What follows belongs to an exercise in optimizing a design on an open flow for small area, a short achievable clock period and few clock cycles; a production flow would make more cautious choices. At most, simulation tests tie the RTL to the original design; equivalence was not proved. For run 1, only the layout was checked, not whether the RTL still works. No activity file was given, so power comes from the tool's default toggle rates.

### design/flow/design.v
package sme_pkg;
    typedef logic [7:0] char_t;
    localparam char_t char_any   = 8'h2E;  
    localparam char_t char_head  = 8'h5E;  
    localparam char_t char_tail  = 8'h24;  
    localparam char_t char_space = 8'h20;
    typedef enum logic [1:0] {
        st_idle = 2'd0,
        st_scan = 2'd1,
        st_done = 2'd2
    } engine_state_t;
endpackage
module sme #(
    parameter int max_string_len  = 32,
    parameter int max_pattern_len = 8
) (
    input  logic                                 clk,
    input  logic                                 reset,
    input  sme_pkg::char_t                       chardata,
    input  logic                                 isstring,
    input  logic                                 ispattern,
    output logic                                 valid,
    output logic                                 match,
    output logic [$clog2(max_string_len)-1:0]    match_index
);
    localparam int N     = max_string_len;
    localparam int P     = max_pattern_len;
    localparam int idx_w = $clog2(N);
    localparam int len_w = $clog2(N + 1);
    localparam int cnt_w = $clog2(P + 1);
    sme_pkg::char_t   mem [N];
    logic [len_w-1:0] str_len;
    logic             isstring_d;
    logic             s_first;   
    logic [N:0]   at_len;    
    logic [N-1:0] in_str;    
    logic [N-1:0] is_sp;     
    logic [N-1:0] eq;        
    logic [N-1:0] we;
    assign s_first = isstring && !isstring_d;
    always_comb begin
        for (int j = 0; j <= N; j++) at_len[j] = (str_len == len_w'(j));
        for (int j = 0; j < N; j++) begin
            in_str[j] = (str_len > len_w'(j));
            is_sp[j]  = (mem[j] == sme_pkg::char_space);
            eq[j]     = (mem[j] == chardata);
            we[j]     = at_len[j];
        end
        we[0] = at_len[0] || s_first;
    end
    always_ff @(posedge clk or posedge reset) begin
        if (reset) begin
            isstring_d <= 1'b0;
            str_len    <= '0;
        end else begin
            isstring_d <= isstring;
            if (isstring) begin
                if (!isstring_d) str_len <= len_w'(1);
                else if (str_len != len_w'(N)) str_len <= str_len + 1'b1;
            end
        end
    end
    always_ff @(posedge clk) begin
        for (int j = 0; j < N; j++) begin
            if (we[j]) mem[j] <= chardata;
        end
    end
    logic [N:0]       e_vec;
    logic [cnt_w-1:0] raw_cnt;    
    logic             had_head;   
    logic             head_pend;
    logic             last_tail;  
    logic             tail_found;
    logic [idx_w-1:0] tail_pos;   
    logic             over;       
    logic r_first, c_dot, c_head, c_tail, head_first;
    logic [N:0] pre, cur, step_ok, e_next, head_ok, tail_mask, tail_vec;
    logic [cnt_w-1:0] core_cnt;   
    assign r_first    = (raw_cnt == '0);
    assign c_dot      = (chardata == sme_pkg::char_any);
    assign c_head     = (chardata == sme_pkg::char_head);
    assign c_tail     = (chardata == sme_pkg::char_tail);
    assign head_first = r_first && c_head;
    assign core_cnt   = raw_cnt - cnt_w'(had_head);
    always_comb begin
        pre = e_vec | {(N+1){r_first}};
        head_ok[0] = 1'b1;
        for (int j = 1; j <= N; j++) head_ok[j] = in_str[j-1] && is_sp[j-1];
        cur = pre & ((head_pend && !r_first) ? head_ok : '1);
        for (int j = 0; j < N; j++) begin
            step_ok[j]   = cur[j] && in_str[j];
            tail_mask[j] = at_len[j] || (in_str[j] && is_sp[j]);
        end
        step_ok[N]   = 1'b0;
        tail_mask[N] = at_len[N];
        e_next[0] = 1'b0;
        for (int j = 1; j <= N; j++) e_next[j] = step_ok[j-1] && (c_dot || eq[j-1]);
        tail_vec = cur & tail_mask;
    end
    function automatic logic [idx_w-1:0] first_set(input logic [N+1:0] v);
        first_set = '0;
        for (int j = N + 1; j >= 0; j--) begin
            if (v[j]) first_set = idx_w'(j);
        end
    endfunction
    always_ff @(posedge clk) begin
        if (!ispattern) begin
            raw_cnt <= '0;
        end else if (raw_cnt != cnt_w'(P)) begin
            raw_cnt <= raw_cnt + 1'b1;
        end
        over <= ispattern && (raw_cnt == cnt_w'(P));
    end
    always_ff @(posedge clk) begin
        e_vec      <= e_next | {(N+1){head_first}};
        had_head   <= r_first ? head_first : had_head;
        head_pend  <= head_first;
        last_tail  <= c_tail;
        tail_found <= |tail_vec;
        tail_pos   <= first_set({tail_vec, 1'b0});
    end
    logic             res_found;
    logic [idx_w-1:0] res_pos;
    assign res_found = last_tail ? tail_found : (head_pend || (|e_vec));
    assign res_pos   = last_tail ? tail_pos : (head_pend ? '0 : first_set({1'b0, e_vec}));
    always_ff @(posedge clk or posedge reset) begin
        if (reset) begin
            valid <= 1'b0;
        end else begin
            valid <= !ispattern && (raw_cnt != '0);
        end
    end
    always_ff @(posedge clk) begin
        if (!over) begin
            match       <= res_found;
            match_index <= res_found ? res_pos - idx_w'(core_cnt) : '0;
        end
    end
endmodule
### design/flow/config.mk
export PLATFORM = sky130hd
export DESIGN_NAME = sme
export DESIGN_NICKNAME = sme
export VERILOG_FILES = /design/flow/design.v
export SDC_FILE = /design/flow/constraint.sdc
export NUM_CORES = 4
export LEC_CHECK = 0
export CAP_MARGIN = 20
export CORE_MARGIN = 2
export CORE_UTILIZATION = 55
export CTS_BUF_LIST = sky130_fd_sc_hd__clkbuf_4 sky130_fd_sc_hd__clkbuf_8
export CTS_CLUSTER_DIAMETER = 60
export CTS_CLUSTER_SIZE = 16
export SLEW_MARGIN = 20
### design/flow/flow/run.sh
#!/bin/bash
# Standard ORFS layout, with repair_timing aiming for extra setup slack.
set -euo pipefail
bash standard.sh SETUP_SLACK_MARGIN=7 finish > standard_flow.log 2>&1
### design/flow/standard.sh
#!/bin/bash
# synth_recipe.tcl (not shown) runs the flow's synth.tcl, then flattens the netlist and writes it again
# the make line also repeats each setting of config.mk as NAME=value (left out here)
make -C /OpenROAD-flow-scripts/flow DESIGN_CONFIG=/design/flow/config.mk WORK_HOME=/design/flow/orfs CLKGATE_MAP_FILE= SYNTH_SCRIPT=/design/flow/synth_recipe.tcl "${@:-finish}"
### design/flow/constraint.sdc
create_clock -name core_clock -period 10.0 [get_ports {clk}]
set_input_delay 2.0000 -clock core_clock [delete_from_list [all_inputs] [get_ports {clk}]]
set_output_delay 2.0000 -clock core_clock [all_outputs]
set_load 0.01 [all_outputs]
==> results of run 1 <==
-- Yosys cell counts, types with 4 or more instances --
master / n / area [µm²]
edfxtp_1: 263 / 7900
xor2_1: 138 / 1210
xnor2_1: 124 / 1090
nand2_1: 101 / 379
nor2_1: 90 / 338
a21oi_1: 74 / 370
nor4_1: 67 / 419
o21ai_0: 54 / 270
dfxtp_1: 45 / 901
nand4_1: 36 / 225
clkbuf_1: 34 / 128
nor4b_1: 33 / 289
inv_1: 29 / 109
nand3_1: 24 / 120
nor3_1: 15 / 75.1
and3_1: 13 / 81.3
ha_1: 13 / 163
o21ai_1: 13 / 65.1
a21o_1: 12 / 90.1
buf_1: 12 / 45.0
o31ai_1: 11 / 82.6
and2_1: 9 / 56.3
buf_2: 9 / 45.0
or3_1: 9 / 56.3
buf_6: 8 / 90.1
dfrtp_1: 8 / 200
nor2b_1: 7 / 43.8
o22ai_1: 7 / 43.8
nand2b_1: 6 / 37.5
o21bai_1: 6 / 45.0
a211oi_1: 5 / 37.5
a22oi_1: 5 / 37.5
o211ai_1: 5 / 37.5
o21a_1: 5 / 37.5
or2_2: 4 / 25.0
-- registers in the layout, summed over array words and instances, names as in the netlist --
name         flops
raw_cnt          4
had_head         1
match_index      5
mem            256
e_vec           33
str_len          6
match            1
over             1
tail_pos         5
valid            1
last_tail        1
isstring_d       1
tail_found       1
-- stage by stage --
stage	util [%]	hold WS, ns	power, mW	instance area [µm²]
after floorplan	-	0.483	1.71	15900
after global placement	57.8	0.517	1.80	16200
after detailed placement	57.8	0.517	1.80	16200
after CTS	63.9	0.533	2.82	17900
after global routing	65.8	0.561	2.95	18400
final	65.8	0.532	2.85	18400
-- final cells by class --
type,instances,area [µm²]
inverters,32,136
clock inverters,21,310
repair buffers,98,1240
multi-input cells,950,6810
fillers,2190,9570
clock buffers,35,463
flip-flops and latches,316,9020
well taps,378,473
-- cells by family (layout without fill, tap and decap cells) --
group / count (synthesis) / after routing / share of synthesized area [%]
mux: 2 / 2 / 0.127
buf+inv: 95 / 186 / 2.72
xor+xnor: 262 / 262 / 14.6
flops: 316 / 316 / 57.2
compound gates: 229 / 229 / 9.02
simple gates: 442 / 443 / 15.2
fa+ha+maj: 14 / 14 / 1.16
-- per-layer routing --
layer	vias to the layer above	GRT usage [%]	wire (µm)
met1	5592	40.9	19700
met3	102	3.87	2860
met5	-	0.160	19
li1	5135	-	-
met2	433	46.6	20800
met4	2	9.89	1660
-- report_power, final --
group / switching (mW) / internal, mW / leakage [nW] / total, mW
logic: 0.229 / 0.156 / 3.12 / 0.385
registers: 0.0235 / 1.46 / 2.86 / 1.49
clock network: 0.495 / 0.487 / 0.395 / 0.982
total: 0.747 / 2.11 / 6.37 / 2.85
-- worst reg2reg max path, cell delays in order (launching register included) --
cell and delay (ns):
dfxtp_1 0.37, nor2_1 0.20, o31ai_4 0.10, a211oi_2 0.28, o31ai_2 0.10, a211oi_2 0.26, nor3_2 0.08, nor3_2 0.16
o31ai_1 0.09, nand2_1 0.12, a21oi_4 0.09, buf_4 0.18, fa_2 0.38, a21o_1 0.17, a21oi_2 0.14, xnor2_1 0.15
nor2_1 0.06
-- final timing paths --
check / from / to / slack, ns / depth (start not counted)
min in group asynchronous: reset / valid / 1.67 / 2
max: e_vec[27] / match_index[4] / 6.81 / 16
min reg2reg: raw_cnt[1] / raw_cnt[1] / 0.53 / 2
max in group asynchronous: reset / str_len[3] / 7.98 / 2
min: raw_cnt[1] / raw_cnt[1] / 0.53 / 2
max reg2reg: e_vec[27] / match_index[4] / 6.81 / 16
-- timing repair --
action	CTS	global route
setup buffers	33	25
hold endpoints to repair	0	0
resized for setup	154	69
cloned	6	3
pin swaps	33	39
endpoints found under the setup margin	60	48
==> impl_results.rst, run 1 <==
.. list-table::
   :header-rows: 1

   * - Metric
     - Value
   * - Total routing resource utilization after global routing
     - 29.0%
   * - Per-instance average area after synthesis
     - 11.6 µm²
   * - Post-DRT Antenna Nets
     - 0
   * - Vertical extent of the die
     - 173 µm
   * - I/O pin count
     - 19
   * - Worst vdd rail ir drop
     - 0.000122 V
   * - Instance count after placement with tap cells included
     - 1707
   * - Cell leakage power
     - 6.37 nW
   * - Global placement routability congestion
     - around 0.96
   * - DIE AREA
     - 30000 µm²
   * - Number of vias per cell
     - 6.16
   * - Power density relative to cell area
     - 155 nW/µm²
   * - Total core area
     - 28000 µm²
   * - Peak fanout along the critical path
     - 4
   * - Global-route wire length before repair
     - approximately 66 mm
   * - Final-layout setup total negative slack
     - 0 ns
   * - Vias
     - 11.3k
   * - Most frequently used flop master after synthesis
     - edfxtp_1
   * - Number of max-capacitance violations reported
     - 0
   * - Ant diodes
     - 0
   * - Minimum clock period
     - 3.19 ns
   * - # DRC
     - 0
   * - Number of antenna violations at the first check in global routing
     - 1
   * - Delay of the slowest cell on the worst path
     - roughly 0.38 ns
   * - Async set-or-reset flop fraction in the synthesized netlist
     - 2.53%
   * - Cell chosen for the clock root
     - clkbuf_8
   * - Buf+Inv Stages, Crit Path
     - 1
   * - Number of H-tree levels
     - 1
   * - HPWL after DPL
     - about 27 mm
   * - Worst path top cell family by delay
     - compound AO/OA/AOI/OAI gates
   * - Number of endpoints failing setup at the final stage
     - 0
   * - Post-route fraction of the period consumed by the critical path
     - 31.9%
   * - Number of nets in the layout
     - approximately 1.5k
   * - Global route overflow
     - 0
   * - EDFF count, synth
     - between 200 and 300
   * - Relative area change from synthesis to final layout
     - 17.2%
   * - Clk latency of the worst-skew pair
     - 0.61 ns
   * - Clock Pin Slew Worst Setup and Hold Paths
     - 0.09 ns
   * - Sinks on Clock Net
     - about 320
   * - Most common library cell in the layout ignoring fill and taps
     - edfxtp_1
   * - Count of routing violations after the opening detailed-route iteration
     - 1014
   * - Chip width
     - between 150 and 200 µm
   * - Final max-slew violation count
     - 0
   * - RSZ-0062 raised after global routing
     - true
   * - Routed WL per cell
     - 24.6 µm
   * - Post-synthesis net count
     - 1386
   * - Hold_buf cts
     - 0
   * - Relative slew slack
     - 43.4%
   * - Warnings from Yosys
     - 2
   * - Startpoint kind of the worst setup timing path
     - flop
   * - Router iterations before antenna repair
     - 5
   * - Starting density of the core
     - 56.2%
   * - Via count of the first global-routing pass
     - 11.0k
   * - Ratio of cells with drive above 1 in the final layout
     - a little under a fifth
   * - Highest clock frequency the design can meet
     - around 310 MHz
   * - Routed wire length
     - 45.1 mm
   * - Portion of the post-synthesis area used by sequential elements
     - 57.2%
   * - Final hold vios
     - 0
   * - Setup skew after layout
     - approximately 0.015 ns
   * - Number of standard cells in the final layout excluding fillers
     - ~1.8k
   * - Clock buffer count from CTS
     - 31
   * - Capturing element type of the critical path
     - flop
   * - Post-Syn Area
     - 15700 µm²
   * - Minimum setup slack in the final design
     - between 6 and 7 ns
   * - Maximum number of pins on one net before global-route repair
     - 46
   * - WP data arrival
     - about 3.5 ns
   * - Number of standard cells after synthesis
     - 1360
   * - Type of the most critical hold path
     - flop to flop
   * - Critical path cell sequence
     - nor2_1, o31ai_4, a211oi_2, o31ai_2, a211oi_2, nor3_2, nor3_2, o31ai_1, nand2_1, a21oi_4, buf_4, fa_2, a21o_1, a21oi_2, xnor2_1, nor2_1
   * - Commonest cells after routing, fill and taps aside
     - 263 x edfxtp_1, 138 x xor2_1, 123 x xnor2_1
   * - Worst slack after detailed placement
     - 5.38 ns
   * - CP Class
     - flop to flop
   * - Clock tree from TritonCTS
     - done
   * - Maximum number of buffers from clock root to sink
     - 3
   * - Count of standard-cell rows
     - 61
   * - Distinct cell type count after synthesis
     - 77
   * - Critical Path RT
     - 10.34 ns
   * - Slowest cell on crit path
     - fa_2
   * - Outcome
     - complete, no violations
   * - I/O Buffers
     - 18
   * - Transition time at the pin with the least slew margin
     - 0.846 ns
   * - Number of synthesized register bits
     - about 320
==> run 2, diff against run 1 <==
--- a/design/flow/design.v
+++ b/design/flow/design.v
@@ -85,3 +85,3 @@
     always_comb begin
-        pre = e_vec | {(N+1){r_first}};
+        pre = e_vec | {(N+1){r_first || head_pend}};
         head_ok[0] = 1'b1;
@@ -114,3 +114,3 @@
     always_ff @(posedge clk) begin
-        e_vec      <= e_next | {(N+1){head_first}};
+        e_vec      <= e_next;
         had_head   <= r_first ? head_first : had_head;
==> impl_results.rst, run 2 <==
.. list-table::
   :header-rows: 1

   * - Metric
     - Value
   * - DIE AREA
     - 30400 µm²
   * - Count of standard-cell rows
     - 62
   * - Relative slew slack
     - 37.4%
   * - Maximum number of buffers from clock root to sink
     - 3
   * - Per-instance average area after synthesis
     - between 10 and 15 µm²
   * - Number of standard cells after synthesis
     - 1336
   * - Clock buffer count from CTS
     - 30
   * - Number of synthesized register bits
     - around 320
   * - Transition time at the pin with the least slew margin
     - between 0.9 and 1 ns
   * - Regs by FF count
     - mem x256, e_vec x32, str_len x6
   * - Utilization of the core after routing
     - 62.2%
   * - Leading cell type by number of instances after synthesis
     - edfxtp_1
   * - Ratio of cells with drive above 1 in the final layout
     - 14.6%
   * - Comb power frac
     - approximately an eighth
   * - Number of H-tree levels
     - 1
   * - Total area of multi-input combinational cells
     - 6740 µm²
   * - Register area
     - about 9000 µm²
   * - Warnings from Yosys
     - 2
   * - Relative contribution of the clock network to total power
     - 34.6%
   * - Total routing resource utilization after global routing
     - 27.0%
   * - Worst vdd rail ir drop
     - 0.000139 V
   * - Count of routing violations after the opening detailed-route iteration
     - 1065
   * - EDFF count, synth
     - 263
   * - Clk latency of the worst-skew pair
     - 0.64 ns
   * - Number of nets in the layout
     - 1383
   * - Number of max-capacitance violations reported
     - 0
   * - Critical Path RT
     - 10.34 ns
   * - Final hold vios
     - 0
   * - Hold_buf cts
     - 0
   * - Post-Syn Area
     - about 16000 µm²
   * - I/O pin count
     - 19
   * - Sequential power share
     - 53.6%
   * - Post-synthesis net count
     - between 1k and 1.5k
   * - Routed wire length
     - 44.2 mm
   * - Highest clock frequency the design can meet
     - 313 MHz
   * - Minimum clock period
     - around 3.2 ns
   * - Flip-flop count of the largest register after layout
     - 256
   * - Vias
     - between 10k and 15k
   * - Int Pwr
     - 2.04 mW
   * - Minimum setup slack in the final design
     - 6.81 ns
   * - Routed WL per cell
     - 25.0 µm
   * - Hold WS
     - around 0.53 ns
   * - Worst slack after detailed placement
     - 5.78 ns
   * - Chip width
     - 174 µm
   * - RSZ-0062 raised after global routing
     - true
   * - Ant diodes
     - 0
   * - Power after layout
     - 2.76 mW
   * - Number of vias per cell
     - 6.25
   * - Synth area leaders
     - edfxtp_1 49%, xor2_1 8.1%, xnor2_1 6.3%, dfxtp_1 5.6%, nor4_1 2.7%
   * - Final std cell area, no fill
     - 17800 µm²
   * - Final max-slew violation count
     - 0
   * - Power density relative to cell area
     - 155 nW/µm²
   * - Clock Pin Slew Worst Setup and Hold Paths
     - roughly 0.10 ns
   * - Router iterations before antenna repair
     - 5
   * - Global-route wire length before repair
     - between 60 and 70 mm
   * - HPWL after DPL
     - 27.6 mm
   * - Most frequently used flop master after synthesis
     - edfxtp_1
   * - Cell chosen for the clock root
     - clkbuf_8
   * - Starting density of the core
     - between 50% and 60%
   * - Setup skew after layout
     - 0.0400 ns
   * - Via count of the first global-routing pass
     - 10.5k
   * - Global placement routability congestion
     - 0.888
   * - WP data arrival
     - 3.53 ns
   * - Async set-or-reset flop fraction in the synthesized netlist
     - 2.53%
   * - Vertical extent of the die
     - 174 µm
   * - Distinct cell type count after synthesis
     - 95
   * - Number of standard cells in the final layout excluding fillers
     - 1764
   * - Outcome
     - complete, no violations
   * - Sinks on Clock Net
     - 316
   * - Commonest cells after routing, fill and taps aside
     - 263 x edfxtp_1, 147 x xor2_1, 115 x xnor2_1
   * - # DRC
     - 0
   * - CP Class
     - flop to flop
   * - Capturing element type of the critical path
     - flop
   * - I/O Buffers
     - 18
   * - Yosys top cell area share
     - 49.4%
   * - Largest register by flop count
     - mem
   * - Type of the most critical hold path
     - flop to flop
   * - Switch share
     - 25.9%
   * - Leading cell types by count after synthesis
     - 263 x edfxtp_1, 147 x xor2_1, 115 x xnor2_1
   * - Most common library cell in the layout ignoring fill and taps
     - edfxtp_1
   * - Clock tree from TritonCTS
     - done
   * - Switching power
     - 0.714 mW
   * - Final-layout setup total negative slack
     - 0 ns
   * - Instance count after placement with tap cells included
     - 1692
   * - Peak fanout along the critical path
     - 3
   * - # fillers
     - 2286
   * - Global route overflow
     - 0
   * - Number of endpoints failing setup at the final stage
     - 0
   * - Startpoint kind of the worst setup timing path
     - flop
   * - Portion of the post-synthesis area used by sequential elements
     - 56.3%
   * - Relative area change from synthesis to final layout
     - 11.5%
   * - Leading area contributor after synthesis
     - edfxtp_1
   * - Cell leakage power
     - 5.99 nW
   * - Total core area
     - 28600 µm²
   * - Post-DRT Antenna Nets
     - 0
   * - Maximum number of pins on one net before global-route repair
     - between 60 and 70
   * - Number of antenna violations at the first check in global routing
     - 0
   * - DP Area
     - 16500 µm²
   * - Post-route fraction of the period consumed by the critical path
     - between 30% and 40%
==> run 2: path summary, 6_finish.rpt <==
| check | cells after the start | end | start | slack (ns) |
|---|---|---|---|---|
| setup reg to reg | 16 | match_index[4] | e_vec[31] | 6.81 |
| hold / removal | 2 | raw_cnt[1] | raw_cnt[1] | 0.53 |
| max in group asynchronous | 2 | str_len[5] | reset | 8.04 |
| hold reg to reg | 2 | raw_cnt[1] | raw_cnt[1] | 0.53 |
| min in group asynchronous | 2 | str_len[4] | reset | 1.64 |
| setup / recovery | 16 | match_index[4] | e_vec[31] | 6.81 |
==> run 2: cell type report <==
| type | instances | share of cell area [%] |
|---|---|---|
| Clock inverter | 22 | 1.75 |
| Timing Repair Buffer | 59 | 4.02 |
| Clock buffer | 33 | 2.44 |
| Multi-Input combinational cell | 918 | 37.8 |
| Sequential cell | 316 | 50.6 |
| Tap cell | 384 | 2.70 |
| Inverter | 32 | 0.709 |
==> run 2: critical path: stages (launching register included) <==
cell     delay [ns]
dfxtp_2        0.36
buf_6          0.12
buf_6          0.11
buf_6          0.11
buf_4          0.12
nor4_2         0.33
nor2b_1        0.09
nor2_1         0.09
o21ai_0        0.11
nand2_1        0.15
nand2_1        0.06
a32o_1         0.30
ha_1           0.35
a21o_1         0.21
a21oi_2        0.14
xor2_1         0.17
nor2_1         0.07
==> run 2: cell families after synthesis <==
logic type               Yosys count  share of synthesized area [%]
AO/OA/AOI/OAI                    226                           10.2
XOR/XNOR                         262                           14.4
adder cells (fa/ha/maj)           14                           1.14
buffers and inverters            102                           3.02
flip-flops                       316                           56.3
multiplexers                       2                          0.133
AND/OR/NAND/NOR                  414                           14.8
==> run 2: per-layer routing <==
| metal | routed length (µm) | GRT usage (%) | share of wire, % | vias up |
|---|---|---|---|---|
| li1 | - | - | - | 5047 |
| met1 | 19800 | 40.2 | 45 | 5416 |
| met2 | 20000 | 41.7 | 45 | 459 |
| met3 | 2940 | 3.52 | 6.7 | 99 |
| met4 | 1470 | 7.21 | 3.3 | 0 |
| met5 | 0 | 0 | 0 | - |
==> run 2: power groups by stage <==
| stage | clock network, mW | registers (mW) | logic (mW) |
|---|---|---|---|
| floorplan | 0 | 1.50 | 0.215 |
| global placement | 0 | 1.51 | 0.283 |
| detailed placement | 0 | 1.51 | 0.284 |
| CTS | 0.968 | 1.48 | 0.303 |
| global route | 1.01 | 1.48 | 0.351 |
| finish | 0.953 | 1.48 | 0.328 |
==> run 2: timing repair <==
| item | 4_1_cts | 5_1_grt |
|---|---|---|
| gates cloned | 0 | 6 |
| resized for setup | 92 | 45 |
| setup endpoints to repair | 57 | 32 |
| buffers inserted | 9 | 2 |
| pin swaps | 18 | 10 |
Testbench counts of run 2, summed over its fixed seeds: cycles 8,566.
==> run 3, diff against run 2 <==
==> design/flow/flow/run.sh (replaced) <==
#!/bin/bash
# Standard ORFS layout, with repair_timing aiming for extra setup slack.
set -euo pipefail
bash standard.sh SETUP_SLACK_MARGIN=6.7 finish > standard_flow.log 2>&1
==> impl_results.rst, run 3 <==
.. list-table::
   :header-rows: 1

   * - Metric
     - Value
   * - Most frequently used flop master after synthesis
     - edfxtp_1
   * - Via count of the first global-routing pass
     - 10.8k
   * - Peak fanout along the critical path
     - 1
   * - Post-route fraction of the period consumed by the critical path
     - approximately a third
   * - Router iterations before antenna repair
     - 6
   * - Number of synthesized register bits
     - between 300 and 400
   * - Post-route met1 wirelength
     - 19.0 mm
   * - Sinks on Clock Net
     - 316
   * - Ratio of cells with drive above 1 in the final layout
     - 10.7%
   * - Int Pwr
     - 1.98 mW
   * - CP Class
     - flop to primary output
   * - Relative contribution of the clock network to total power
     - 34.0%
   * - Switch share
     - 26.5%
   * - Vias
     - ~11k
   * - RSZ-0062 raised after global routing
     - true
   * - Relative area change from synthesis to final layout
     - 8.65%
   * - Vertical extent of the die
     - 174 µm
   * - Post-DRT Antenna Nets
     - 0
   * - Setup skew after layout
     - 0.0186 ns
   * - Final hold vios
     - 0
   * - Minimum clock period
     - 3.26 ns
   * - Synth Area in Compound Gates
     - 10.2%
   * - Leading cell types by count after synthesis
     - 263 x edfxtp_1, 147 x xor2_1, 115 x xnor2_1
   * - Total core area
     - 28600 µm²
   * - Buf+Inv Stages, Crit Path
     - 1
   * - Highest routed layer
     - met4
   * - Ant diodes
     - 0
   * - Met2 layer wire length in the routed design
     - 18.2 mm
   * - EDFF count, synth
     - 263
   * - Transition time at the pin with the least slew margin
     - 0.895 ns
   * - HPWL after DPL
     - ~28 mm
   * - Cell leakage power
     - 5.79 nW
   * - # DRC
     - 0
   * - Starting density of the core
     - 55.8%
   * - Instance count after placement with tap cells included
     - approximately 1.7k
   * - Global route overflow
     - 0
   * - WP data arrival
     - around 1.3 ns
   * - Synthesized-area fraction occupied by adder cells
     - 1.14%
   * - Hold WS
     - ~0.53 ns
   * - Per-instance average area after synthesis
     - around 12 µm²
   * - Relative slew slack
     - between 40% and 50%
   * - Async set-or-reset flop fraction in the synthesized netlist
     - 2.53%
   * - Number of endpoints failing setup at the final stage
     - 0
   * - Cell chosen for the clock root
     - clkbuf_8
   * - Capturing element type of the critical path
     - primary output
   * - Number of max-capacitance violations reported
     - 0
   * - Sequential power share
     - 55.0%
   * - Total routing resource utilization after global routing
     - 27.4%
   * - Utilization of the core after routing
     - 60.6%
   * - Critical path cell sequence
     - dlygate4sd2_1
   * - Switching power
     - about 0.7 mW
   * - Simple logic cell fraction of the synthesized area
     - 14.8%
   * - Count of routing violations after the opening detailed-route iteration
     - 1002
   * - Number of vias per cell
     - between 6 and 7
   * - Post-synthesis net count
     - 1362
   * - I/O pin count
     - 19
   * - Regs by FF count
     - mem x256, e_vec x32, str_len x6
   * - Startpoint kind of the worst setup timing path
     - flop
   * - Critical Path RT
     - 8.00 ns
   * - DIE AREA
     - 30400 µm²
   * - Clock tree from TritonCTS
     - done
   * - Largest register by flop count
     - mem
   * - Commonest cells after routing, fill and taps aside
     - 263 x edfxtp_1, 147 x xor2_1, 115 x xnor2_1
   * - Warnings from Yosys
     - 2
   * - Yosys top cell area share
     - 49.4%
   * - Slowest cell on crit path
     - edfxtp_1
   * - Count of standard-cell rows
     - 62
   * - Number of nets in the layout
     - 1364
   * - Power density relative to cell area
     - 155 nW/µm²
   * - Most common library cell in the layout ignoring fill and taps
     - edfxtp_1
   * - Comb power frac
     - 11.1%
   * - Worst path top cell family by delay
     - flip-flops
   * - Outcome
     - complete, no violations
   * - Highest clock frequency the design can meet
     - about 310 MHz
   * - Delay of the slowest cell on the worst path
     - 0.36 ns
   * - Routed wire length
     - 40.9 mm
   * - Number of standard cells after synthesis
     - 1336
   * - Number of antenna violations at the first check in global routing
     - 0
   * - Flip-flop count of the largest register after layout
     - 256
   * - Maximum number of buffers from clock root to sink
     - 3
   * - Met3 wire length
     - approximately 2.3 mm
   * - Routed WL per cell
     - 23.4 µm
   * - Leading cell type by number of instances after synthesis
     - edfxtp_1
   * - Share of the synthesized netlist area taken by xor and xnor gates
     - 14.4%
   * - Portion of the post-synthesis area used by sequential elements
     - 56.3%
   * - Hold_buf cts
     - 0
   * - Setup Buffers After CTS
     - 0
   * - Clock Pin Slew Worst Setup and Hold Paths
     - 0.09 ns
   * - Distinct cell type count after synthesis
     - 95
   * - Post-Syn Area
     - 16000 µm²
   * - Leading area contributor after synthesis
     - edfxtp_1
   * - Worst vdd rail ir drop
     - 0.000128 V
   * - Main combinational cell family by area after synthesis
     - simple AND/OR/NAND/NOR gates
   * - Number of standard cells in the final layout excluding fillers
     - 1746
   * - Clock buffer count from CTS
     - 31
   * - Proportion of synthesized area in mux cells
     - less than 1%
   * - Maximum number of pins on one net before global-route repair
     - 43
   * - Global-route wire length before repair
     - between 60 and 70 mm
   * - Type of the most critical hold path
     - flop to flop
   * - Final max-slew violation count
     - 0
   * - Number of H-tree levels
     - 1
   * - Synth area leaders
     - edfxtp_1 49%, xor2_1 8.1%, xnor2_1 6.3%, dfxtp_1 5.6%, nor4_1 2.7%
   * - Clk latency of the worst-skew pair
     - 0.63 ns
   * - Final-layout setup total negative slack
     - 0 ns
   * - Chip width
     - approximately 170 µm
   * - Setup slack on the worst flop-to-flop path
     - 6.81 ns
   * - I/O Buffers
     - 18
   * - Global placement routability congestion
     - 0.954
[run 3: cell families (layout without fill, tap and decap cells)]
family,count (synthesis),count (layout)
xor+xnor,262,262
flops,316,316
buf+inv,102,128
mux,2,2
compound gates,226,226
fa+ha+maj,14,14
simple gates,414,414
[run 3: final timing paths]
path                                start              to  cells after the start
setup reg to reg               str_len[0]     tail_pos[2]                     11
max in group asynchronous           reset      str_len[1]                      2
min in group asynchronous           reset           valid                      2
setup / recovery           match_index[4]  match_index[4]                      1
hold / removal                 raw_cnt[1]      raw_cnt[1]                      2
hold reg to reg                raw_cnt[1]      raw_cnt[1]                      2
[run 3: per-layer routing]
layer,global-route usage (%),up-vias
met5,0,-
met4,7.88,0
met3,3.19,88
met2,42.7,391
met1,40.6,5322
li1,-,5006
[run 3: power by group through the flow]
stage	Combinational (mW)	Sequential [mW]	Clock [mW]
2_1_floorplan	0.204	1.50	0
3_3_place_gp	0.280	1.51	0
3_5_place_dp	0.283	1.51	0
4_1_cts	0.287	1.48	0.936
5_1_grt	0.327	1.49	0.985
6_report	0.298	1.48	0.916
[run 3: timing repair]
item	4_1_cts	5_1_grt
pin swaps	0	4
endpoints found under the setup margin	18	35
gates resized for setup	29	44
[run 3: per-stage QoR]
stage	area, µm²	setup WS, ns	power, mW
detailed placement	16400	5.89	1.80
finish	17400	6.74	2.70
global placement	16400	5.82	1.79
floorplan	16000	6.68	1.71
global route	17400	6.57	2.80
CTS	17200	6.70	2.71
[run 3: layout make-up]
type                       count  area [µm²]
tap                          384         480
multi-input combinational    918        6630
clock inverter                20         248
sequential                   316        9000
timing repair buffer          39         393
fill                        2323       11300
inverter                      32         123
clock buffer                  37         478
==> run 4, diff against run 3 <==
--- a/design/flow/config.mk
+++ b/design/flow/config.mk
@@ -9,3 +9,3 @@
 export CORE_MARGIN = 2
-export CORE_UTILIZATION = 55
+export CORE_UTILIZATION = 48
 export CTS_BUF_LIST = sky130_fd_sc_hd__clkbuf_4 sky130_fd_sc_hd__clkbuf_8
==> impl_results.rst, run 4 <==
.. list-table::
   :header-rows: 1

   * - Metric
     - Value
   * - Slowest cell on crit path
     - edfxtp_1
   * - Regs by FF count
     - mem x256, e_vec x32, str_len x6
   * - Relative area change from synthesis to final layout
     - 8.19%
   * - Commonest cells after routing, fill and taps aside
     - 263 x edfxtp_1, 147 x xor2_1, 115 x xnor2_1
   * - Routed wire length
     - 41.3 mm
   * - Cell chosen for the clock root
     - clkbuf_8
   * - Number of nets in the layout
     - approximately 1.4k
   * - Maximum number of pins on one net before global-route repair
     - 64
   * - Total core area
     - 32600 µm²
   * - Number of endpoints failing setup at the final stage
     - 0
   * - Clock buffer count from CTS
     - 27
   * - Power after layout
     - 2.56 mW
   * - Buf+Inv Stages, Crit Path
     - 1
   * - Transition time at the pin with the least slew margin
     - about 0.84 ns
   * - Leading cell type by number of instances after synthesis
     - edfxtp_1
   * - Post-route fraction of the period consumed by the critical path
     - between 30% and 40%
   * - Synth Area in Compound Gates
     - 10.2%
   * - Post-synthesis net count
     - 1362
   * - DIE AREA
     - 34700 µm²
   * - Worst path top cell family by delay
     - flip-flops
   * - Global-route wire length before repair
     - 63.6 mm
   * - Per-instance average area after synthesis
     - between 10 and 15 µm²
   * - Router iterations before antenna repair
     - 6
   * - Starting density of the core
     - 49.0%
   * - CP Class
     - flop to primary output
   * - Via count of the first global-routing pass
     - between 10k and 15k
   * - Clk latency of the worst-skew pair
     - about 0.6 ns
   * - Main combinational cell family by area after synthesis
     - simple AND/OR/NAND/NOR gates
   * - Worst vdd rail ir drop
     - around 0.00011 V
   * - Leading cell types by count after synthesis
     - 263 x edfxtp_1, 147 x xor2_1, 115 x xnor2_1
   * - Number of antenna violations at the first check in global routing
     - 1
   * - Hold_buf cts
     - 0
   * - Final hold vios
     - 0
   * - # DRC
     - 0
   * - Critical Path RT
     - 8.00 ns
   * - Peak fanout along the critical path
     - 1
   * - I/O pin count
     - 19
   * - HPWL after DPL
     - 28.0 mm
   * - Relative slew slack
     - between 40% and 50%
   * - Vertical extent of the die
     - about 190 µm
   * - Leading area contributor after synthesis
     - edfxtp_1
   * - Total routing resource utilization after global routing
     - 23.5%
   * - Minimum clock period
     - between 3 and 4 ns
   * - Capturing element type of the critical path
     - primary output
   * - Ant diodes
     - 0
   * - Number of max-capacitance violations reported
     - 0
   * - I/O Buffers
     - 18
   * - WP data arrival
     - 1.25 ns
   * - Outcome
     - complete, no violations
   * - Synthesized-area fraction occupied by adder cells
     - 1.14%
   * - Sinks on Clock Net
     - 316
   * - Cell leakage power
     - 5.71 nW
   * - Largest register by flop count
     - mem
   * - RSZ-0062 raised after global routing
     - true
   * - Post-DRT Antenna Nets
     - 0
   * - # fillers
     - 2836
   * - Async set-or-reset flop fraction in the synthesized netlist
     - under 10%
   * - Chip width
     - 186 µm
   * - Type of the most critical hold path
     - flop to flop
   * - Synth area leaders
     - edfxtp_1 49%, xor2_1 8.1%, xnor2_1 6.3%, dfxtp_1 5.6%, nor4_1 2.7%
   * - Total area of multi-input combinational cells
     - ~6600 µm²
   * - Startpoint kind of the worst setup timing path
     - flop
   * - Flip-flop count of the largest register after layout
     - 256
   * - Most common library cell in the layout ignoring fill and taps
     - edfxtp_1
   * - Final-layout setup total negative slack
     - 0 ns
   * - Utilization of the core after routing
     - 53.0%
   * - Vias
     - between 10k and 15k
   * - Clock tree from TritonCTS
     - done
   * - Warnings from Yosys
     - 2
   * - Delay of the slowest cell on the worst path
     - 0.37 ns
   * - Count of routing violations after the opening detailed-route iteration
     - 910
   * - Simple logic cell fraction of the synthesized area
     - 14.8%
   * - Highest clock frequency the design can meet
     - 308 MHz
   * - Critical path cell sequence
     - dlygate4sd2_1
   * - EDFF count, synth
     - 263
   * - Ratio of cells with drive above 1 in the final layout
     - 10.2%
   * - Most frequently used flop master after synthesis
     - edfxtp_1
   * - Global route overflow
     - 0
   * - Number of synthesized register bits
     - 316
   * - Register area
     - 9010 µm²
   * - Post-Syn Area
     - 16000 µm²
   * - Portion of the post-synthesis area used by sequential elements
     - 56.3%
   * - Global placement routability congestion
     - a little under 1
   * - Maximum number of buffers from clock root to sink
     - 3
   * - Setup skew after layout
     - around 0.021 ns
   * - Power density relative to cell area
     - 148 nW/µm²
   * - Routed WL per cell
     - approximately 23 µm
   * - Proportion of synthesized area in mux cells
     - 0.133%
   * - Yosys top cell area share
     - 49.4%
   * - Share of the synthesized netlist area taken by xor and xnor gates
     - 14.4%
   * - Number of standard cells after synthesis
     - between 1k and 1.5k
   * - Final max-slew violation count
     - 0
   * - Distinct cell type count after synthesis
     - 95
   * - Number of H-tree levels
     - 1
   * - Number of vias per cell
     - 6.01
   * - Clock Pin Slew Worst Setup and Hold Paths
     - ~0.10 ns
   * - Count of standard-cell rows
     - 66
-- run 4: where the power goes --
| part | internal (mW) | switching, mW | leakage [nW] |
|---|---|---|---|
| sequential | 1.46 | 0.0243 | 2.87 |
| combinational | 0.105 | 0.192 | 2.56 |
| clock | 0.333 | 0.451 | 0.286 |
-- run 4: cell type report --
type,instances,area share (%)
clock buffers,32,2.37
well taps,442,3.20
clock inverters,12,0.804
inverters,32,0.695
repair buffers,41,2.37
multi-input cells,918,38.4
flip-flops and latches,316,52.1
-- run 4: worst paths after layout --
| kind | endpoint | cells past startpoint | slack (ns) | start |
|---|---|---|---|---|
| hold reg to reg | raw_cnt[1] | 2 | 0.55 | raw_cnt[1] |
| setup / recovery | match_index[2] | 1 | 6.75 | match_index[2] |
| hold / removal | raw_cnt[1] | 2 | 0.55 | raw_cnt[1] |
| max in group asynchronous | str_len[2] | 2 | 8.00 | reset |
| setup reg to reg | tail_pos[2] | 9 | 6.83 | str_len[4] |
| min in group asynchronous | isstring_d | 2 | 1.68 | reset |
-- run 4: per-stage QoR --
step | hold WS [ns] | setup WS (ns) | instance area (µm²) | instances
6_report | 0.553 | 6.75 | 17300 | 1793
5_1_grt | 0.591 | 6.66 | 17300 | 1793
4_1_cts | 0.537 | 6.67 | 17100 | 1792
3_5_place_dp | 0.531 | 5.90 | 16500 | 1748
3_3_place_gp | 0.518 | 5.77 | 16500 | 1748
2_1_floorplan | 0.483 | 6.68 | 16000 | 1336
-- run 4: layer usage --
| layer | track usage, % | vias to the layer above | routed length, µm |
|---|---|---|---|
| met5 | 0 | - | 0 |
| met4 | 6.49 | 0 | 1190 |
| met3 | 2.84 | 85 | 2610 |
| met2 | 37.7 | 387 | 18600 |
| met1 | 34.0 | 5324 | 18900 |
| li1 | - | 4988 | - |
-- run 4: what timing repair did --
action / CTS / global route
setup buffers: 0 / 1
endpoints found under the setup margin: 25 / 24
pin swaps: 0 / 9
gates resized for setup: 28 / 45
gates cloned: 0 / 0
hold endpoints to repair: 0 / 0
-- run 4: kinds of logic after synthesis --
logic type / count (synthesis)
adder cells (fa/ha/maj): 14
multiplexers: 2
flip-flops: 316
buffers and inverters: 102
AO/OA/AOI/OAI: 226
AND/OR/NAND/NOR: 414
XOR/XNOR: 262
==> run 5, diff against run 4 <==
==> design/flow/flow/run.sh (replaced) <==
#!/bin/bash
# Standard ORFS layout, with repair_timing aiming for extra setup slack.
set -euo pipefail
bash standard.sh SETUP_SLACK_MARGIN=6.55 finish > standard_flow.log 2>&1
--- a/design/flow/config.mk
+++ b/design/flow/config.mk
@@ -9,3 +9,3 @@
 export CORE_MARGIN = 2
-export CORE_UTILIZATION = 48
+export CORE_UTILIZATION = 55
 export CTS_BUF_LIST = sky130_fd_sc_hd__clkbuf_4 sky130_fd_sc_hd__clkbuf_8
==> impl_results.rst, run 5 <==
.. list-table::
   :header-rows: 1

   * - Metric
     - Value
   * - Clk latency of the worst-skew pair
     - 0.62 ns
   * - Total core area
     - between 20000 and 30000 µm²
   * - WP data arrival
     - roughly 3.7 ns
   * - Leading area contributor after synthesis
     - edfxtp_1
   * - Regs by FF count
     - mem x256, e_vec x32, str_len x6
   * - Total routing resource utilization after global routing
     - 27.4%
   * - # DRC
     - 0
   * - Critical path cell sequence
     - nor2b_1, o21bai_1, a21oi_1, o211ai_1, a31oi_1, o31ai_2, a21oi_1, o31ai_2, ha_1, inv_1, fa_1, a21o_1, a21oi_1, xor2_1, nor2_1
   * - DP Area
     - 16400 µm²
   * - Routed WL per cell
     - approximately 24 µm
   * - CP Class
     - flop to flop
   * - Highest clock frequency the design can meet
     - 297 MHz
   * - Synth area leaders
     - edfxtp_1 49%, xor2_1 8.1%, xnor2_1 6.3%, dfxtp_1 5.6%, nor4_1 2.7%
   * - # fillers
     - 2318
   * - Minimum clock period
     - 3.36 ns
   * - Termination of the worst setup path
     - match_index[4]
   * - Clock tree from TritonCTS
     - done
   * - Number of synthesized register bits
     - 316
   * - Hold_buf cts
     - 0
   * - FF-to-FF path depth
     - 15
   * - Worst reg2reg path startpoint
     - e_vec[31]
   * - Relative contribution of the clock network to total power
     - 32.5%
   * - Flip-flop count of the largest register after layout
     - 256
   * - Number of vias per cell
     - 6.22
   * - Commonest cells after routing, fill and taps aside
     - 263 x edfxtp_1, 147 x xor2_1, 115 x xnor2_1
   * - Cell chosen for the clock root
     - clkbuf_8
   * - Comb power frac
     - roughly 11%
   * - Post-route fraction of the period consumed by the critical path
     - about 34%
   * - Power density relative to cell area
     - 153 nW/µm²
   * - Critical Path RT
     - 10.34 ns
   * - Leading cell types by count after synthesis
     - 263 x edfxtp_1, 147 x xor2_1, 115 x xnor2_1
   * - Routed wire length
     - 41.4 mm
   * - Count of standard-cell rows
     - 62
   * - Maximum number of buffers from clock root to sink
     - 3
   * - Delay of the slowest cell on the worst path
     - 0.40 ns
   * - Type of the most critical hold path
     - flop to flop
   * - Router iterations before antenna repair
     - 5
   * - Minimum setup slack in the final design
     - 6.64 ns
   * - Setup skew after layout
     - 0.0294 ns
   * - Starting density of the core
     - 55.8%
   * - Leading cell type by number of instances after synthesis
     - edfxtp_1
   * - Setup Buffers After CTS
     - 0
   * - Number of antenna violations at the first check in global routing
     - 0
   * - Count of routing violations after the opening detailed-route iteration
     - 923
   * - Synth Area in Compound Gates
     - between 10% and 20%
   * - Transition time at the pin with the least slew margin
     - approximately 1.1 ns
   * - Largest register by flop count
     - mem
   * - Warnings from Yosys
     - 2
   * - Final std cell area, no fill
     - roughly 17000 µm²
   * - Buf+Inv Stages, Crit Path
     - 1
   * - Final max-slew violation count
     - 0
   * - Number of nets in the layout
     - 1366
   * - Power after layout
     - ~2.6 mW
   * - Share of the synthesized netlist area taken by xor and xnor gates
     - 14.4%
   * - Post-DRT Antenna Nets
     - 0
   * - Portion of the post-synthesis area used by sequential elements
     - a little under three fifths
   * - RSZ-0062 raised after global routing
     - true
   * - HPWL after DPL
     - 27.7 mm
   * - Async set-or-reset flop fraction in the synthesized netlist
     - 2.53%
   * - Slowest cell on crit path
     - fa_1
   * - Post-synthesis net count
     - 1362
   * - Worst path top cell family by delay
     - compound AO/OA/AOI/OAI gates
   * - Most frequently used flop master after synthesis
     - edfxtp_1
   * - EDFF count, synth
     - 263
   * - Ant diodes
     - 0
   * - Number of H-tree levels
     - 1
   * - Final-layout setup total negative slack
     - 0 ns
   * - Per-instance average area after synthesis
     - approximately 12 µm²
   * - Main combinational cell family by area after synthesis
     - simple AND/OR/NAND/NOR gates
   * - Simple logic cell fraction of the synthesized area
     - approximately 15%
   * - Worst slack after detailed placement
     - 5.46 ns
   * - Distinct cell type count after synthesis
     - 95
   * - I/O pin count
     - 19
   * - DIE AREA
     - 30400 µm²
   * - Number of endpoints failing setup at the final stage
     - 0
   * - Sequential power share
     - around 56%
   * - Peak fanout along the critical path
     - 4
   * - Ratio of cells with drive above 1 in the final layout
     - between 10% and 20%
   * - Vertical extent of the die
     - 174 µm
   * - Switching power
     - 0.714 mW
   * - Post-Syn Area
     - between 15000 and 20000 µm²
   * - Capturing element type of the critical path
     - flop
   * - Proportion of synthesized area in mux cells
     - 0.133%
   * - Number of max-capacitance violations reported
     - 0
   * - Final hold vios
     - 0
   * - Setup slack on the worst flop-to-flop path
     - 6.64 ns
   * - Cell leakage power
     - 5.74 nW
   * - Chip width
     - 174 µm
   * - Vias
     - 10.9k
   * - Global-route wire length before repair
     - 64.3 mm
   * - Sinks on Clock Net
     - 316
   * - Clock Pin Slew Worst Setup and Hold Paths
     - ~0.1 ns
   * - Synthesized-area fraction occupied by adder cells
     - 1.14%
   * - Start point of the critical path
     - e_vec[31]
   * - Switch share
     - 27.2%
   * - Path length in cells of the critical path
     - 15
   * - Global placement routability congestion
     - just under 1
   * - Relative area change from synthesis to final layout
     - 7.64%
   * - I/O Buffers
     - 18
   * - Cell with the most instances on the worst path
     - a21oi_1
   * - Maximum number of pins on one net before global-route repair
     - 45
   * - Outcome
     - complete, no violations
   * - Terminus of the critical flop-to-flop path
     - match_index[4]
   * - Startpoint kind of the worst setup timing path
     - flop
   * - Global route overflow
     - 0
   * - Worst vdd rail ir drop
     - 0.000124 V
   * - Number of standard cells after synthesis
     - 1336
   * - Relative slew slack
     - 25.5%
   * - Clock buffer count from CTS
     - 31
   * - Int Pwr
     - 1.91 mW
   * - Yosys top cell area share
     - 49.4%
   * - Most common library cell in the layout ignoring fill and taps
     - edfxtp_1
   * - Via count of the first global-routing pass
     - 10.7k
-- run 5: what timing repair did --
action | in CTS | in global routing
gates resized for setup | 18 | 18
setup endpoints to repair | 33 | 24
endpoints found under the hold margin | 0 | 0
-- run 5: routing by layer --
layer / vias up / share of wire, % / track usage (%) / wire length [µm]
met1: 5382 / 45 / 39.5 / 18500
met4: 0 / 2.6 / 7.56 / 1090
met5: - / 0 / 0 / 0
met3: 81 / 6.3 / 3.81 / 2620
li1: 5012 / - / - / -
met2: 398 / 46 / 43.7 / 19200
-- run 5: kinds of logic after synthesis --
logic type               count (synthesis)
AO/OA/AOI/OAI                          226
XOR/XNOR                               262
adder cells (fa/ha/maj)                 14
buffers and inverters                  102
flip-flops                             316
multiplexers                             2
AND/OR/NAND/NOR                        414
-- run 5: area by class of cell --
cell class / instances / area [µm²] / share of cell area (%)
clock buffer: 40 / 500 / 2.91
clock inverter: 17 / 175 / 1.02
inverter: 32 / 124 / 0.721
multi-input combinational: 918 / 6550 / 38.1
sequential: 316 / 9000 / 52.4
tap: 384 / 480 / 2.79
timing repair buffer: 41 / 363 / 2.11
-- run 5: power by group through the flow --
stage | Clock (mW) | Combinational (mW) | Sequential (mW)
after floorplan | 0 | 0.203 | 1.50
after global placement | 0 | 0.283 | 1.51
after CTS | 0.869 | 0.288 | 1.48
after global routing | 0.919 | 0.321 | 1.48
after detailed placement | 0 | 0.286 | 1.51
final | 0.854 | 0.294 | 1.48
-- run 5: worst min path at each step --
stage	startpoint	endpoint	depth (start not counted)
3_5_place_dp	e_vec[2]	e_vec[3]	2
4_1_cts	e_vec[2]	e_vec[3]	2
3_3_place_gp	raw_cnt[1]	raw_cnt[1]	2
6_report	raw_cnt[1]	raw_cnt[1]	2
2_1_floorplan	raw_cnt[1]	raw_cnt[1]	2
5_1_grt	e_vec[2]	e_vec[3]	2
-- run 5: tightest hold or removal path, cell delays in order (launching register included) --
cell and delay (ns):
dfxtp_1 0.36, nand2_1 0.07, a21boi_0 0.06
-- run 5: metrics by stage --
stage	hold WS (ns)	instances	util, %
global route	0.561	1748	60.1
global placement	0.518	1690	57.4
CTS	0.536	1748	59.8
floorplan	0.483	1336	-
finish	0.535	1748	60.1
detailed placement	0.522	1691	57.4
==> run 6, diff against run 5 <==
==> design/flow/flow/run.sh (replaced) <==
#!/bin/bash
# Standard ORFS layout, with repair_timing aiming for extra setup slack.
set -euo pipefail
bash standard.sh SETUP_SLACK_MARGIN=6.85 finish > standard_flow.log 2>&1
==> impl_results.rst, run 6 <==
.. list-table::
   :header-rows: 1

   * - Metric
     - Value
   * - Outcome
     - complete, no violations
   * - Maximum number of pins on one net before global-route repair
     - 59
   * - FF-to-FF path depth
     - 14
   * - Clk latency of the worst-skew pair
     - 0.63 ns
   * - Termination of the worst setup path
     - match_index[4]
   * - Worst vdd rail ir drop
     - 0.000120 V
   * - Global-route wire length before repair
     - 64.2 mm
   * - Synthesized-area fraction occupied by adder cells
     - 1.14%
   * - Cell leakage power
     - 5.89 nW
   * - Sinks on Clock Net
     - 316
   * - Transition time at the pin with the least slew margin
     - between 1 and 1.5 ns
   * - I/O pin count
     - 19
   * - Power density relative to cell area
     - 155 nW/µm²
   * - Starting density of the core
     - 55.8%
   * - Global route overflow
     - 0
   * - Clock buffer count from CTS
     - 30
   * - Share of the synthesized netlist area taken by xor and xnor gates
     - 14.4%
   * - Vias
     - 11.0k
   * - Router iterations before antenna repair
     - 7
   * - Distinct cell type count after synthesis
     - 95
   * - Leading area contributor after synthesis
     - edfxtp_1
   * - Hold path cells
     - 2
   * - DIE AREA
     - between 30000 and 40000 µm²
   * - Setup slack on the worst flop-to-flop path
     - 6.87 ns
   * - Type of the most critical hold path
     - flop to flop
   * - HPWL after DPL
     - ~27 mm
   * - Largest register by flop count
     - mem
   * - Setup skew after layout
     - 0.0418 ns
   * - Number of standard cells after synthesis
     - 1336
   * - Count of routing violations after the opening detailed-route iteration
     - 1023
   * - Proportion of synthesized area in mux cells
     - 0.133%
   * - Final max-slew violation count
     - 0
   * - Relative slew slack
     - 30.8%
   * - WP data arrival
     - about 3.5 ns
   * - Ratio of cells with drive above 1 in the final layout
     - 12.6%
   * - CP Class
     - flop to flop
   * - Number of vias per cell
     - between 6 and 7
   * - Post-synthesis net count
     - 1362
   * - Number of endpoints failing setup at the final stage
     - 0
   * - Number of standard cells in the final layout excluding fillers
     - roughly 1.8k
   * - Capturing element type of the critical path
     - flop
   * - Regs by FF count
     - mem x256, e_vec x32, str_len x6
   * - Number of nets in the layout
     - 1378
   * - Number of synthesized register bits
     - 316
   * - Post-route fraction of the period consumed by the critical path
     - 31.3%
   * - Hold_buf cts
     - 0
   * - Cell chosen for the clock root
     - clkbuf_8
   * - Leading cell type by number of instances after synthesis
     - edfxtp_1
   * - Maximum number of buffers from clock root to sink
     - 3
   * - Global placement routability congestion
     - approximately 0.90
   * - Async set-or-reset flop fraction in the synthesized netlist
     - 2.53%
   * - Yosys top cell area share
     - 49.4%
   * - Utilization of the core after routing
     - 61.4%
   * - Final-layout setup total negative slack
     - 0 ns
   * - Total routing resource utilization after global routing
     - between 20 and 30%
   * - Total core area
     - roughly 29000 µm²
   * - # DRC
     - 0
   * - Leading cell types by count after synthesis
     - 263 x edfxtp_1, 147 x xor2_1, 115 x xnor2_1
   * - Clock tree from TritonCTS
     - done
   * - # fillers
     - 2281
   * - Per-instance average area after synthesis
     - 12.0 µm²
   * - Terminus of the critical flop-to-flop path
     - match_index[4]
   * - Portion of the post-synthesis area used by sequential elements
     - 56.3%
   * - I/O Buffers
     - 18
   * - Number of antenna violations at the first check in global routing
     - 0
   * - Start point of the critical path
     - e_vec[21]
   * - Instance count after placement with tap cells included
     - 1693
   * - Highest clock frequency the design can meet
     - 319 MHz
   * - DP Area
     - ~16000 µm²
   * - RSZ-0062 raised after global routing
     - true
   * - Critical Path RT
     - 10.34 ns
   * - Synth Area in Compound Gates
     - 10.2%
   * - Number of H-tree levels
     - 1
   * - EDFF count, synth
     - between 200 and 300
   * - Startpoint kind of the worst setup timing path
     - flop
   * - Hold WS
     - 0.520 ns
   * - Clock Pin Slew Worst Setup and Hold Paths
     - 0.10 ns
   * - Synth area leaders
     - edfxtp_1 49%, xor2_1 8.1%, xnor2_1 6.3%, dfxtp_1 5.6%, nor4_1 2.7%
   * - Commonest cells after routing, fill and taps aside
     - 263 x edfxtp_1, 147 x xor2_1, 115 x xnor2_1
   * - Ant diodes
     - 0
   * - Most common library cell in the layout ignoring fill and taps
     - edfxtp_1
   * - Via count of the first global-routing pass
     - 10.5k
   * - Routed WL per cell
     - 24.4 µm
   * - Flip-flop count of the largest register after layout
     - 256
   * - Main combinational cell family by area after synthesis
     - simple AND/OR/NAND/NOR gates
   * - Relative area change from synthesis to final layout
     - 10.0%
   * - Most frequently used flop master after synthesis
     - edfxtp_1
   * - Peak fanout along the critical path
     - 5
   * - Routed wire length
     - between 40 and 50 mm
   * - Post-DRT Antenna Nets
     - 0
   * - Final hold vios
     - 0
   * - Warnings from Yosys
     - 2
   * - Final std cell area, no fill
     - 17600 µm²
   * - Chip width
     - 174 µm
   * - Number of max-capacitance violations reported
     - 0
   * - Vertical extent of the die
     - 174 µm
   * - Simple logic cell fraction of the synthesized area
     - 14.8%
   * - Post-Syn Area
     - around 16000 µm²
   * - Count of standard-cell rows
     - 62
   * - Minimum clock period
     - 3.13 ns
   * - Worst reg2reg path startpoint
     - e_vec[21]
[run 6: through the flow]
step                      setup WS, ns  power, mW
after floorplan                   6.85       1.71
after global placement            5.99       1.80
after detailed placement          5.96       1.80
after CTS                         6.79       2.73
after global routing              6.68       2.83
final                             6.87       2.73
[run 6: cell families after synthesis]
| family | Yosys count |
|---|---|
| simple gates | 414 |
| flops | 316 |
| xor+xnor | 262 |
| compound gates | 226 |
| buf+inv | 102 |
| fa+ha+maj | 14 |
| mux | 2 |
[run 6: power by group]
part	switching (mW)	internal (mW)	leakage (nW)
clock network	0.488	0.435	0.370
registers	0.0173	1.46	2.87
logic	0.214	0.119	2.66
[run 6: repair_timing]
item | 4_1_cts | 5_1_grt
cloned | 0 | 2
buffers inserted | 5 | 4
setup endpoints to repair | 37 | 31
resized for setup | 66 | 40
pin swaps | 6 | 7
hold endpoints to repair | 0 | 0
[run 6: area by class of cell]
class	count	area [µm²]	area share, %
clock buffers	37	472	2.68
inverters	32	130	0.741
flip-flops and latches	316	9000	51.2
multi-input cells	918	6650	37.8
repair buffers	54	586	3.33
well taps	384	480	2.73
clock inverters	19	253	1.44
[run 6: layer usage]
| layer | wire length [µm] | global-route usage (%) |
|---|---|---|
| met1 | 19900 | 42.2 |
| met2 | 18800 | 41.2 |
| met3 | 3010 | 3.04 |
| met4 | 1380 | 8.89 |
| met5 | 0 | 0 |
[run 6: worst min-delay path by stage]
stage,startpoint,to
6_report,e_vec[2],e_vec[3]
3_3_place_gp,raw_cnt[1],raw_cnt[1]
4_1_cts,e_vec[2],e_vec[3]
5_1_grt,raw_cnt[1],raw_cnt[1]
3_5_place_dp,raw_cnt[1],raw_cnt[1]
2_1_floorplan,raw_cnt[1],raw_cnt[1]
[run 6: worst max-delay path, cell delays in order (launching register included)]
cell and delay (ns):
dfxtp_1 0.43, inv_1 0.05, a2111oi_0 0.55, o21ai_0 0.25, a31oi_2 0.32, o31ai_1 0.10, a21oi_1 0.22, o31ai_2 0.10
ha_2 0.20, inv_2 0.06, fa_2 0.19, a21o_1 0.13, a21oi_2 0.06, xor2_1 0.17, nor2_1 0.05
==> run 7, diff against run 6 <==
--- a/design/flow/config.mk
+++ b/design/flow/config.mk
@@ -9,3 +9,3 @@
 export CORE_MARGIN = 2
-export CORE_UTILIZATION = 55
+export CORE_UTILIZATION = 48
 export CTS_BUF_LIST = sky130_fd_sc_hd__clkbuf_4 sky130_fd_sc_hd__clkbuf_8
==> impl_results.rst, run 7 <==
.. list-table::
   :header-rows: 1

   * - Metric
     - Value
   * - Power density relative to cell area
     - 153 nW/µm²
   * - Maximum number of pins on one net before global-route repair
     - 58
   * - Router iterations before antenna repair
     - 5
   * - Most frequently used flop master after synthesis
     - edfxtp_1
   * - Global-route wire length before repair
     - 64.7 mm
   * - Yosys top cell area share
     - about half
   * - Clock buffer count from CTS
     - 29
   * - Switch share
     - 26.3%
   * - Peak fanout along the critical path
     - 1
   * - Vias
     - 10.9k
   * - Leading cell type by number of instances after synthesis
     - edfxtp_1
   * - Routed WL per cell
     - 23.4 µm
   * - Distinct cell type count after synthesis
     - 95
   * - Synth area leaders
     - edfxtp_1 49%, xor2_1 8.1%, xnor2_1 6.3%, dfxtp_1 5.6%, nor4_1 2.7%
   * - Leading cell types by count after synthesis
     - 263 x edfxtp_1, 147 x xor2_1, 115 x xnor2_1
   * - # DRC
     - 0
   * - Relative area change from synthesis to final layout
     - 10.5%
   * - Buf+Inv Stages, Crit Path
     - 1
   * - Most common library cell in the layout ignoring fill and taps
     - edfxtp_1
   * - Regs by FF count
     - mem x256, e_vec x32, str_len x6
   * - FF-to-FF path depth
     - 11
   * - Comb power frac
     - 12.4%
   * - Ratio of cells with drive above 1 in the final layout
     - 12.8%
   * - Post-synthesis net count
     - 1362
   * - Sequential power share
     - a little over half
   * - Post-route fraction of the period consumed by the critical path
     - approximately 31%
   * - Total core area
     - between 30000 and 40000 µm²
   * - Worst Hold End
     - raw_cnt[1]
   * - Main combinational cell family by area after synthesis
     - simple AND/OR/NAND/NOR gates
   * - Utilization of the core after routing
     - 54.1%
   * - Global route overflow
     - 0
   * - Setup slack on the worst flop-to-flop path
     - 6.88 ns
   * - Worst slack after detailed placement
     - 5.31 ns
   * - WP data arrival
     - ~1.1 ns
   * - Number of max-capacitance violations reported
     - 0
   * - Async set-or-reset flop fraction in the synthesized netlist
     - 2.53%
   * - Relative contribution of the clock network to total power
     - between 30% and 40%
   * - I/O Buffers
     - 18
   * - Power after layout
     - ~2.7 mW
   * - Number of nets in the layout
     - 1381
   * - Path length in cells of the critical path
     - 1
   * - Int Pwr
     - roughly 2.0 mW
   * - Commonest cells after routing, fill and taps aside
     - 263 x edfxtp_1, 147 x xor2_1, 115 x xnor2_1
   * - Simple logic cell fraction of the synthesized area
     - 14.8%
   * - Count of standard-cell rows
     - 66
   * - Startpoint kind of the worst setup timing path
     - flop
   * - Synth Area in Compound Gates
     - 10.2%
   * - Final max-slew violation count
     - 0
   * - Maximum number of buffers from clock root to sink
     - 3
   * - DIE AREA
     - between 30000 and 40000 µm²
   * - Capturing element type of the critical path
     - primary output
   * - Share of the synthesized netlist area taken by xor and xnor gates
     - between 10% and 20%
   * - Number of synthesized register bits
     - 316
   * - Delay of the slowest cell on the worst path
     - 0.36 ns
   * - Type of the most critical hold path
     - flop to flop
   * - Via count of the first global-routing pass
     - approximately 10k
   * - Number of H-tree levels
     - 1
   * - Flip-flop count of the largest register after layout
     - 256
   * - Count of routing violations after the opening detailed-route iteration
     - 943
   * - Clk latency of the worst-skew pair
     - roughly 0.64 ns
   * - Hold_buf cts
     - 0
   * - Number of antenna violations at the first check in global routing
     - 0
   * - Cell leakage power
     - 5.89 nW
   * - Hold path cells
     - 2
   * - Critical path cell sequence
     - buf_2
   * - Transition time at the pin with the least slew margin
     - 0.891 ns
   * - Number of standard cells after synthesis
     - 1336
   * - Switching power
     - 0.709 mW
   * - Vertical extent of the die
     - 186 µm
   * - Global placement routability congestion
     - approximately 1
   * - Worst vdd rail ir drop
     - 0.000144 V
   * - Ant diodes
     - 0
   * - Minimum clock period
     - between 3 and 4 ns
   * - Portion of the post-synthesis area used by sequential elements
     - 56.3%
   * - Outcome
     - complete, no violations
   * - I/O pin count
     - 19
   * - Total routing resource utilization after global routing
     - ~24%
   * - Final hold vios
     - 0
   * - Chip width
     - 186 µm
   * - Leading area contributor after synthesis
     - edfxtp_1
   * - EDFF count, synth
     - between 200 and 300
   * - Sinks on Clock Net
     - 316
   * - Relative slew slack
     - 40.0%
   * - Synthesized-area fraction occupied by adder cells
     - around 1.1%
   * - Cell chosen for the clock root
     - clkbuf_8
   * - Starting density of the core
     - 49.0%
   * - Min-delay src
     - raw_cnt[1]
   * - Clock Pin Slew Worst Setup and Hold Paths
     - around 0.09 ns
   * - Number of endpoints failing setup at the final stage
     - 0
   * - Post-Syn Area
     - 16000 µm²
   * - Highest clock frequency the design can meet
     - around 320 MHz
   * - Number of vias per cell
     - 6.01
   * - Worst reg2reg path startpoint
     - str_len[1]
   * - CP Class
     - flop to primary output
   * - Worst path top cell family by delay
     - flip-flops
   * - Clock tree from TritonCTS
     - done
   * - Critical Path RT
     - 8.00 ns
   * - Per-instance average area after synthesis
     - 12.0 µm²
   * - Largest register by flop count
     - mem
   * - Routed wire length
     - 42.7 mm
   * - Final-layout setup total negative slack
     - 0 ns
   * - Start point of the critical path
     - match_index[3]
   * - Post-DRT Antenna Nets
     - 0
   * - Minimum setup slack in the final design
     - approximately 6.9 ns
   * - RSZ-0062 raised after global routing
     - true
   * - Proportion of synthesized area in mux cells
     - 0.133%
   * - Terminus of the critical flop-to-flop path
     - tail_pos[2]
   * - Slowest cell on crit path
     - edfxtp_1
   * - HPWL after DPL
     - 27.9 mm
   * - Setup skew after layout
     - 0.0308 ns
   * - Warnings from Yosys
     - 2
run 7: cell count changes in the layout (fill, tap and decap cells not counted), moves of 3 or more:
cell | before | now
buf_12 | 4 | 10
buf_6 | 6 | 2
clkinv_4 | 4 | 0
buf_16 | 4 | 1
buf_4 | 29 | 32
run 7: layout make-up:
type | instances | area [µm²]
multi-input combinational | 918 | 6680
inverter | 32 | 130
clock buffer | 37 | 472
timing repair buffer | 58 | 589
sequential | 316 | 9000
clock inverter | 17 | 215
fill | 2761 | 15000
tap | 442 | 553
run 7: power by group through the flow:
| stage | clock (mW) | combinational [mW] | sequential, mW |
|---|---|---|---|
| floorplan | 0 | 0.209 | 1.50 |
| global placement | 0 | 0.297 | 1.51 |
| detailed placement | 0 | 0.298 | 1.51 |
| CTS | 0.902 | 0.310 | 1.48 |
| global route | 0.950 | 0.356 | 1.48 |
| finish | 0.883 | 0.334 | 1.48 |
run 7: cells by family (layout without fill, tap and decap cells):
logic type,count (synthesis),count (layout)
buf+inv,102,144
flops,316,316
xor+xnor,262,262
fa+ha+maj,14,14
simple gates,414,414
compound gates,226,226
mux,2,2
run 7: worst max-delay path by stage:
stage	to	slack, ns
2_1_floorplan	e_vec[28]	6.85
3_5_place_dp	e_vec[26]	5.31
3_3_place_gp	e_vec[26]	5.41
4_1_cts	match_index[4]	6.82
6_report	match_index[3]	6.87
5_1_grt	match_index[4]	6.72
run 7: through the flow:
stage | std cells | hold WS, ns | area (µm²)
after floorplan | 1336 | 0.483 | 16100
after global placement | 1748 | 0.516 | 16500
after detailed placement | 1748 | 0.540 | 16500
after CTS | 1807 | 0.551 | 17400
after global routing | 1820 | 0.582 | 17600
final | 1820 | 0.547 | 17600
run 7: repair_timing:
item	CTS	global route
hold endpoints to repair	0	0
endpoints found under the setup margin	56	34
gates resized for setup	68	47
setup buffers	5	12
pin swaps	7	14
run 7: layer usage:
| metal | vias to the layer above | global-route usage (%) | wire length (µm) |
|---|---|---|---|
| li1 | 5055 | - | - |
| met1 | 5389 | 35.5 | 19900 |
| met2 | 411 | 36.4 | 18700 |
| met3 | 89 | 4.04 | 2630 |
| met4 | 0 | 8.28 | 1380 |
| met5 | - | 0 | 0 |

what the ideal ports hide:
In the flow no input, the clock included, has a driving cell. The finished layouts below were timed again as built, in two steps.
Step 1: set_driving_cell puts a clkbuf_16 on clk and a buf_2 on each other input, an assumption about the parent block.
Step 2 moves the port delays by t, midway between the first and last clock arrival at a register: inputs arrive t later, outputs are due t later. That takes back most of the time a late clock gives input paths.
Slacks: no drivers / after step 1 / after step 2; pairs: no drivers / after step 1.
run	t (ns)	setup slack, ns	hold WS [ns]
run 1	0.649	6.807 / 6.807 / 6.226	0.532 / 0.532 / 0.532
run 2	0.668	6.809 / 6.809 / 6.405	0.528 / 0.528 / 0.528
run 3	0.666	6.745 / 6.696 / 6.165	0.529 / 0.529 / 0.529
run 4	0.641	6.749 / 6.700 / 6.200	0.553 / 0.553 / 0.553
run 5	0.653	6.636 / 6.636 / 6.029	0.535 / 0.535 / 0.535
run 6	0.657	6.866 / 6.835 / 6.354	0.520 / 0.520 / 0.520
run 7	0.680	6.870 / 6.817 / 6.284	0.547 / 0.547 / 0.547
After both steps setup and hold are still met in every run listed. For run 5, which loses most, drivers alone change the setup slack by 0.000 ns; drivers and shift together by -0.607 ns.
